Context: an optimization exercise on an open-source flow, tuned for small area and a short achievable clock period. The choices shown serve that exercise and are no tape-out recipe.
RTL that was checked went through simulation tests only; none was proved equivalent to the original.

## fp_mul_top
module fp_mul_top
(
  input  logic        clk,
  input  logic        reset,
  input  logic [2:0]  r_mode,  
  input  logic [31:0] fp_x,
  input  logic [31:0] fp_y,
  output logic [31:0] fp_z,
  output logic        ovrf,
  output logic        udrf
);
==> flow/config.mk <==
export PLATFORM = sky130hd
export DESIGN_NAME = fp_mul_top
export DESIGN_NICKNAME = fp_mul_top
export VERILOG_FILES = /design/flow/design.v
export SDC_FILE = /design/flow/constraint.sdc
export NUM_CORES = 4
export LEC_CHECK = 0
export ABC_AREA = 1
export CAP_MARGIN = 20
export CORE_MARGIN = 2
export CORE_UTILIZATION = 55
export SETUP_SLACK_MARGIN = 4.9
export SLEW_MARGIN = 20
==> flow/constraint.sdc <==
create_clock -name core_clock -period 14.5 [get_ports {clk}]
set_input_delay 2.9000 -clock core_clock [delete_from_list [all_inputs] [get_ports {clk}]]
set_output_delay 2.9000 -clock core_clock [all_outputs]
set_load 0.01 [all_outputs]
standard.sh (not shown) runs the stock make flow with config.mk's settings and CLKGATE_MAP_FILE= SYNTH_SCRIPT=/design/flow/synth_recipe.tcl, a recipe that flattens the netlist after the stock synthesis.
==> flow/flow/run.sh <==
#!/bin/bash
# Layout flow: the standard flow (standard.sh) with these changes:
#  - synthesis maps the design's fa_cell/ha_cell modules straight to the
#    library's full/half adder cells before flattening (ORFS's synth.tcl with
#    one techmap added after its hierarchy check), and skips Yosys's
#    extract_fa, so the rest of the adders are left to abc;
#  - abc maps with flow/abc.script, when the version has one;
#  - the port buffers are buf_2 cells instead of the default delay buffers;
#  - make variables from flow/extra_vars.txt, when the version has one.
set -euo pipefail
here=$(pwd)

sed -e 's#^hierarchy -check -top \$::env(DESIGN_NAME)$#&\ntechmap -map '"$here"'/flow/adder_cells.v#' \
    -e 's#^  extract_fa {\*}\[dont_use_extract_fa_args\]$#  \# extract_fa skipped#' \
  "$FLOW_HOME/scripts/synth.tcl" > "$here/synth_adders.tcl"
grep -q adder_cells.v "$here/synth_adders.tcl"
grep -q "extract_fa skipped" "$here/synth_adders.tcl"
if [[ -f "$here/flow/abc.script" ]]; then
  sed -i 's#^  log_cmd abc {\*}\$abc_args$#  log_cmd abc {*}[lreplace $abc_args 1 1 '"$here"'/flow/abc.script]#' "$here/synth_adders.tcl"
  grep -q "flow/abc.script" "$here/synth_adders.tcl"
fi
sed 's#source \$::env(SCRIPTS_DIR)/synth.tcl#source '"$here"'/synth_adders.tcl#' \
  "$here/synth_recipe.tcl" > "$here/synth_recipe_adders.tcl"
grep -q synth_adders.tcl "$here/synth_recipe_adders.tcl"
# extra make variables, from flow/extra_vars.txt if present (one NAME=value per line)
extra=""
if [[ -f "$here/flow/extra_vars.txt" ]]; then
  extra=$(grep -E '^[A-Z_]+=[^ ]+$' "$here/flow/extra_vars.txt" | tr '\n' ' ')
fi
sed -e 's#SYNTH_SCRIPT=[^ ]*#SYNTH_SCRIPT='"$here"'/synth_recipe_adders.tcl#' \
    -e 's#"\${@:-finish}"#'"$extra"'"${@:-finish}"#' \
  "$here/standard.sh" > "$here/standard_adders.sh"
grep -q synth_recipe_adders.tcl "$here/standard_adders.sh"

port_buffer=sky130_fd_sc_hd__buf_2
export BUFFER_PORTS_ARGS="-buffer_cell $port_buffer"
bash "$here/standard_adders.sh" > "$here/flow.log" 2>&1
Other scripts of this flow, unchanged in this note and not shown: flow/flow/abc.script, flow/flow/adder_cells.v
==> next run, changes <==
Settings changed: CORE_UTILIZATION 55 to 40, SETUP_SLACK_MARGIN 4.9 to 5.
After rerunning:
- worst setup slack got worse by 0.011 ns
- hold slack improved by 0.018 ns
- count of clock-buffer cells in the layout went down by 2
- wire length went up by 9.2%
- final cell count went up by 6.4%
- utilization went down by 15 points
- first-iteration DRC count went up by about 22%
- critical path depth is unchanged
- die area went up by about 37%
- final area went up by about 3%
==> next run, changes <==
Settings changed: CORE_UTILIZATION 40 to 55, PLACE_DENSITY set to 0.7.
Count of clock-buffer cells in the layout rose by 1.
Routed wire length falls by a few percent.
Hold slack improved by 0.0051 ns.
Core utilization grows by 16 points.

========
== wip/fjord ==
Another version of the RTL of fp_mul_top (not shown whole).
For scale: ~100 I/O pins, about 0.017 sq mm of cells after synthesis.
// fp_mul_top
module fp_mul_top
(
  input  logic        clk,
  input  logic        reset,
  input  logic [2:0]  r_mode,  
  input  logic [31:0] fp_x,
  input  logic [31:0] fp_y,
  output logic [31:0] fp_z,
  output logic        ovrf,
  output logic        udrf
);
==> flow/config.mk <==
export PLATFORM = sky130hd
export DESIGN_NAME = fp_mul_top
export DESIGN_NICKNAME = fp_mul_top
export VERILOG_FILES = /design/flow/design.v
export SDC_FILE = /design/flow/constraint.sdc
export NUM_CORES = 4
export LEC_CHECK = 0
export ABC_AREA = 1
export CAP_MARGIN = 20
export CORE_MARGIN = 2
export CORE_UTILIZATION = 60
export SETUP_SLACK_MARGIN = 5
export SLEW_MARGIN = 20
==> flow/constraint.sdc <==
create_clock -name core_clock -period 14.5 [get_ports {clk}]
set_input_delay 2.9000 -clock core_clock [delete_from_list [all_inputs] [get_ports {clk}]]
set_output_delay 2.9000 -clock core_clock [all_outputs]
set_load 0.01 [all_outputs]
==> flow/flow/adder_cells.v <==
// maps the design's fa_cell and ha_cell modules to the library adder cells
module fa_cell (input a, input b, input ci, output s, output co);
  sky130_fd_sc_hd__fa_1 _TECHMAP_REPLACE_ (.A(a), .B(b), .CIN(ci), .SUM(s), .COUT(co));
endmodule

module ha_cell (input a, input b, output s, output co);
  sky130_fd_sc_hd__ha_1 _TECHMAP_REPLACE_ (.A(a), .B(b), .SUM(s), .COUT(co));
endmodule
Scripts as last shown in full above: flow/flow/run.sh
diff inputs: wip/fjord => wip/yarrow
Settings: CORE_UTILIZATION: 60 -> 40.
==> flow/flow/abc.script (new file) <==
strash
dch
map -D 5500 -B 0.9
topo
stime -c
buffer -c
upsize -c
dnsize -c
Notes after the runs:
Diff wip/yarrow and wip/fjord: final net count lower in wip/yarrow. Looking at XOR/XNOR share of the synthesized area across wip/yarrow and wip/fjord, the one that comes out lower is wip/fjord. Changes observed in wip/yarrow relative to wip/fjord: critical path depth +about 13%, via count -713, netlist area before placement -880 sq um, total length of routed wires +3400 um. Looking at top layer reached by signal wires, the met4 result is from wip/fjord; the met5 one comes from wip/yarrow. Setup slack, wip/yarrow and wip/fjord, lower one = wip/fjord. Relative to wip/fjord, wire length of the first global-routing pass decreased by about 4.4% in wip/yarrow. Cmp wip/yarrow vs wip/fjord: global-route usage lower in wip/yarrow.
No functional check of the RTL was part of any run of this note.

========
Another version of the RTL of fp_mul_top (not shown whole).
Size in the first run: roughly 2400 cells after synthesis, ~34 flip-flops, roughly 100 I/O pins.
clock: 14.5 ns
lec_check: 0
abc_area: 1
cap_margin: 20
core_margin: 2
core_utilization: 40
setup_slack_margin: 4.5
slew_margin: 20
==> flow/flow/run.sh <==
#!/bin/bash
# Layout flow: the standard flow (standard.sh) with two changes:
#  - synthesis maps the design's fa_cell/ha_cell modules straight to the
#    library's full/half adder cells before flattening (ORFS's synth.tcl with
#    one techmap added after its hierarchy check), and skips Yosys's
#    extract_fa, so the rest of the adders are left to abc;
#  - the port buffers are buf_2 cells instead of the default delay buffers.
set -euo pipefail
here=$(pwd)

sed -e 's#^hierarchy -check -top \$::env(DESIGN_NAME)$#&\ntechmap -map '"$here"'/flow/adder_cells.v#' \
    -e 's#^  extract_fa {\*}\[dont_use_extract_fa_args\]$#  \# extract_fa skipped#' \
  "$FLOW_HOME/scripts/synth.tcl" > "$here/synth_adders.tcl"
grep -q adder_cells.v "$here/synth_adders.tcl"
grep -q "extract_fa skipped" "$here/synth_adders.tcl"
sed 's#source \$::env(SCRIPTS_DIR)/synth.tcl#source '"$here"'/synth_adders.tcl#' \
  "$here/synth_recipe.tcl" > "$here/synth_recipe_adders.tcl"
grep -q synth_adders.tcl "$here/synth_recipe_adders.tcl"
sed 's#SYNTH_SCRIPT=[^ ]*#SYNTH_SCRIPT='"$here"'/synth_recipe_adders.tcl#' \
  "$here/standard.sh" > "$here/standard_adders.sh"
grep -q synth_recipe_adders.tcl "$here/standard_adders.sh"

export BUFFER_PORTS_ARGS="-buffer_cell sky130_fd_sc_hd__buf_2"
bash "$here/standard_adders.sh" > "$here/flow.log" 2>&1
Scripts as last shown in full above: flow/flow/adder_cells.v
The baseline finished clean.
Next try:
Settings changed: CORE_UTILIZATION 40 to 60.
Final area is lower by 2.1%.
Count of clock-buffer cells in the layout falls by 1.
Wire length shrinks by 0.63%.
Final cell count is lower by 6.8%.
Global-route usage rose by 13 points.
Die area shrinks by 33%.
Flip-flop and latch count is unchanged.
Synthesized cell count does not change.
Utilization climbs by 20 points.

========
v1:
Another version of the RTL of fp_mul_top (not shown whole).
Size: roughly 2500 cells after synthesis, roughly 18000 um2 of cells after synthesis.
// fp_mul_top
module fp_mul_top
(
  input  logic        clk,
  input  logic        reset,
  input  logic [2:0]  r_mode,  
  input  logic [31:0] fp_x,
  input  logic [31:0] fp_y,
  output logic [31:0] fp_z,
  output logic        ovrf,
  output logic        udrf
);
  logic [47:0] sum_a, sum_b;
  logic [22:0] frac_z;
  logic        renorm;
  logic        sign_z;
  assign sign_z = fp_x[31] ^ fp_y[31];
  sig_multiplier sig_multiplier_inst (
    .sig_x ({1'b1, fp_x[22:0]}),  
    .sig_y ({1'b1, fp_y[22:0]}),
    .sum_a (sum_a),
    .sum_b (sum_b)
  );
  norm_round norm_round_inst (
    .sum_a  (sum_a),
    .sum_b  (sum_b),
    .sign_z (sign_z),
    .r_mode (r_mode),
    .frac_z (frac_z),
    .renorm (renorm)
  );
  exp_exc_pack exp_exc_pack_inst (
    .clk    (clk),
    .reset  (reset),
    .fp_x   (fp_x),
    .fp_y   (fp_y),
    .frac_z (frac_z),
    .renorm (renorm),
    .fp_z   (fp_z),
    .ovrf   (ovrf),
    .udrf   (udrf)
  );
endmodule
==> flow/config.mk <==
export PLATFORM = sky130hd
export DESIGN_NAME = fp_mul_top
export DESIGN_NICKNAME = fp_mul_top
export VERILOG_FILES = /design/flow/design.v
export SDC_FILE = /design/flow/constraint.sdc
export NUM_CORES = 4
export LEC_CHECK = 0
export ABC_AREA = 1
export CAP_MARGIN = 20
export CORE_MARGIN = 2
export CORE_UTILIZATION = 60
export SETUP_SLACK_MARGIN = 5
export SLEW_MARGIN = 20
==> flow/constraint.sdc <==
create_clock -name core_clock -period 14.5 [get_ports {clk}]
set_input_delay 2.9000 -clock core_clock [delete_from_list [all_inputs] [get_ports {clk}]]
set_output_delay 2.9000 -clock core_clock [all_outputs]
set_load 0.01 [all_outputs]
==> flow/flow/run.sh <==
#!/bin/bash
# Layout flow: the standard flow (standard.sh) with two changes:
#  - synthesis maps the design's fa_cell/ha_cell modules straight to the
#    library's full/half adder cells before flattening (ORFS's synth.tcl with
#    one techmap added after its hierarchy check), and skips Yosys's
#    extract_fa, so the rest of the adders are left to abc;
#  - the port buffers are buf_2 cells instead of the default delay buffers.
set -euo pipefail
here=$(pwd)

sed -e 's#^hierarchy -check -top \$::env(DESIGN_NAME)$#&\ntechmap -map '"$here"'/flow/adder_cells.v#' \
    -e 's#^  extract_fa {\*}\[dont_use_extract_fa_args\]$#  \# extract_fa skipped#' \
  "$FLOW_HOME/scripts/synth.tcl" > "$here/synth_adders.tcl"
grep -q adder_cells.v "$here/synth_adders.tcl"
grep -q "extract_fa skipped" "$here/synth_adders.tcl"
sed 's#source \$::env(SCRIPTS_DIR)/synth.tcl#source '"$here"'/synth_adders.tcl#' \
  "$here/synth_recipe.tcl" > "$here/synth_recipe_adders.tcl"
grep -q synth_adders.tcl "$here/synth_recipe_adders.tcl"
# extra make variables, from flow/extra_vars.txt if present (one NAME=value per line)
extra=""
if [[ -f "$here/flow/extra_vars.txt" ]]; then
  extra=$(grep -E '^[A-Z_]+=[^ ]+$' "$here/flow/extra_vars.txt" | tr '\n' ' ')
fi
sed -e 's#SYNTH_SCRIPT=[^ ]*#SYNTH_SCRIPT='"$here"'/synth_recipe_adders.tcl#' \
    -e 's#"\${@:-finish}"#'"$extra"'"${@:-finish}"#' \
  "$here/standard.sh" > "$here/standard_adders.sh"
grep -q synth_recipe_adders.tcl "$here/standard_adders.sh"

port_buffer=sky130_fd_sc_hd__buf_1
export BUFFER_PORTS_ARGS="-buffer_cell $port_buffer"
bash "$here/standard_adders.sh" > "$here/flow.log" 2>&1
Scripts as last shown in full above: flow/flow/adder_cells.v
Input-level comparison between v51 and v1:
- a change of CORE_UTILIZATION from 60 to 40
-- flow/flow/run.sh --
<<< v1, line 17
  "$here/synth_recipe.tcl" > "$here/synth_recipe_adders.tcl"
grep -q synth_adders.tcl "$here/synth_recipe_adders.tcl"
# extra make variables, from flow/extra_vars.txt if present (one NAME=value per line)
extra=""
if [[ -f "$here/flow/extra_vars.txt" ]]; then
  extra=$(grep -E '^[A-Z_]+=[^ ]+$' "$here/flow/extra_vars.txt" | tr '\n' ' ')
fi
sed -e 's#SYNTH_SCRIPT=[^ ]*#SYNTH_SCRIPT='"$here"'/synth_recipe_adders.tcl#' \
    -e 's#"\${@:-finish}"#'"$extra"'"${@:-finish}"#' \
  "$here/standard.sh" > "$here/standard_adders.sh"
grep -q synth_recipe_adders.tcl "$here/standard_adders.sh"

port_buffer=sky130_fd_sc_hd__buf_1
export BUFFER_PORTS_ARGS="-buffer_cell $port_buffer"
bash "$here/standard_adders.sh" > "$here/flow.log" 2>&1
>>> v51, line 17
  "$here/synth_recipe.tcl" > "$here/synth_recipe_adders.tcl"
grep -q synth_adders.tcl "$here/synth_recipe_adders.tcl"
sed 's#SYNTH_SCRIPT=[^ ]*#SYNTH_SCRIPT='"$here"'/synth_recipe_adders.tcl#' \
  "$here/standard.sh" > "$here/standard_adders.sh"
grep -q synth_recipe_adders.tcl "$here/standard_adders.sh"

export BUFFER_PORTS_ARGS="-buffer_cell sky130_fd_sc_hd__buf_2"
bash "$here/standard_adders.sh" > "$here/flow.log" 2>&1
==> comparison <==
Summary of v51 over v1: overall die height shows an increase of 39 um, amount of wire on met3 after detailed routing shows a reduction of 1.8 mm.
## Diff of input files: v6 against v51
- CORE_UTILIZATION changed from 40 to 60
- SETUP_SLACK_MARGIN changed from 5 to 4.8
-- flow/flow/run.sh --
<<< v51, line 17
  "$here/synth_recipe.tcl" > "$here/synth_recipe_adders.tcl"
grep -q synth_adders.tcl "$here/synth_recipe_adders.tcl"
sed 's#SYNTH_SCRIPT=[^ ]*#SYNTH_SCRIPT='"$here"'/synth_recipe_adders.tcl#' \
  "$here/standard.sh" > "$here/standard_adders.sh"
grep -q synth_recipe_adders.tcl "$here/standard_adders.sh"

export BUFFER_PORTS_ARGS="-buffer_cell sky130_fd_sc_hd__buf_2"
bash "$here/standard_adders.sh" > "$here/flow.log" 2>&1
>>> v6, line 17
  "$here/synth_recipe.tcl" > "$here/synth_recipe_adders.tcl"
grep -q synth_adders.tcl "$here/synth_recipe_adders.tcl"
# extra make variables, from flow/extra_vars.txt if present (one NAME=value per line)
extra=""
if [[ -f "$here/flow/extra_vars.txt" ]]; then
  extra=$(grep -E '^[A-Z_]+=[^ ]+$' "$here/flow/extra_vars.txt" | tr '\n' ' ')
fi
sed -e 's#SYNTH_SCRIPT=[^ ]*#SYNTH_SCRIPT='"$here"'/synth_recipe_adders.tcl#' \
    -e 's#"\${@:-finish}"#'"$extra"'"${@:-finish}"#' \
  "$here/standard.sh" > "$here/standard_adders.sh"
grep -q synth_recipe_adders.tcl "$here/standard_adders.sh"

port_buffer=sky130_fd_sc_hd__buf_1
export BUFFER_PORTS_ARGS="-buffer_cell $port_buffer"
bash "$here/standard_adders.sh" > "$here/flow.log" 2>&1
Diff v51 -> v6: die area shrank by 33%, fmax shrank by 2.4 MHz, first-pass GRT wire length shrank by 1.6%, fraction of met2 tracks used by global routing grew by 20 points.
| routed wire length | higher: v51 |
Final area: v6 vs v51 down 450 um2
From v51 to v6 the numbers moved as follows: layout overhead on the synthesized area saw a decrease; clock buffer count shrank by 1; final critical-path required period shows an increase of 0.21 ns.
Here is what was changed in the inputs of v48 compared with v6.
- a change of SETUP_SLACK_MARGIN from 4.8 to 5
==> flow/flow/extra_vars.txt (new file) <==
SETUP_SLACK_MARGIN=5.5
Findings:
Fill cell instance count of the final layout went down by more than 10% going from v6 to v48. Delta (v48 minus v6): transition time at the pin with the least slew margin +0.29 ns, layout multi-input combinational cell count now sits higher. As far as final sequential cell count goes, v48 and v6 are indistinguishable; the numbers are identical. v48 finished end to end and its layout was clean on timing, DRC and antenna. v48: global-route usage 1.0 points above v6. Arithmetic-cell share of the synthesized area counting full adders, half adders and majority gates: v6 vs v48 identical. On v48: final area is about 13% higher than what v6 gave. Route | v48 vs v6 | wire longer in v48. Setup slack on v48 is ahead of v6.
No functional check of the RTL was part of any run of this note.

[afterwards: timing with drivers on the ports]
No port has a modelled driver above. Below, the same layouts with a new extraction and two added sets of constraints.
Step 1 sets driving cells, clkbuf_16 on the clock port and buf_2 on the other inputs (assumed; they add their load-dependent delay and slew).
Step 2 times the ports against the registers' clock, not the clock port: input delays grow and output delays shrink by t, the midpoint of the rising clock arrivals with the driver on.
Slacks: ideal / step 1 / step 2; pairs: ideal / step 1.
run | t, ns | setup slack, ns | hold slack, ns
the first run of note 1 | 0.301 | 5.332 / 5.336 / 5.035 | 3.004 / 2.993 / 3.294
the second run of note 1 | 0.325 | 5.321 / 5.306 / 4.981 | 3.022 / 3.002 / 3.312
the third run of note 1 | 0.324 | 5.292 / 5.310 / 4.986 | 3.027 / 3.014 / 3.314
wip/fjord | 0.311 | 5.237 / 5.250 / 4.938 | 2.859 / 2.849 / 3.160
wip/yarrow | 0.311 | 5.262 / 5.270 / 4.959 | 2.838 / 2.824 / 3.136
the first run of note 3 | 0.315 | 4.899 / 4.875 / 4.560 | 2.925 / 2.911 / 3.226
the second run of note 3 | 0.328 | 4.812 / 4.826 / 4.498 | 2.912 / 2.894 / 3.222
v1 | 0.337 | 5.233 / 5.252 / 4.915 | 2.959 / 2.936 / 3.273
v51 | 0.310 | 5.326 / 5.316 / 5.006 | 2.850 / 2.834 / 3.144
v6 | 0.337 | 5.118 / 5.139 / 4.802 | 2.953 / 2.931 / 3.267
v48 | 0.337 | 5.511 / 5.531 / 5.194 | 2.959 / 2.937 / 3.274
After both steps setup and hold are still met in every run listed. For the second run of note 1, which loses most, drivers alone change the setup slack by -0.015 ns; drivers and shift together by -0.340 ns.
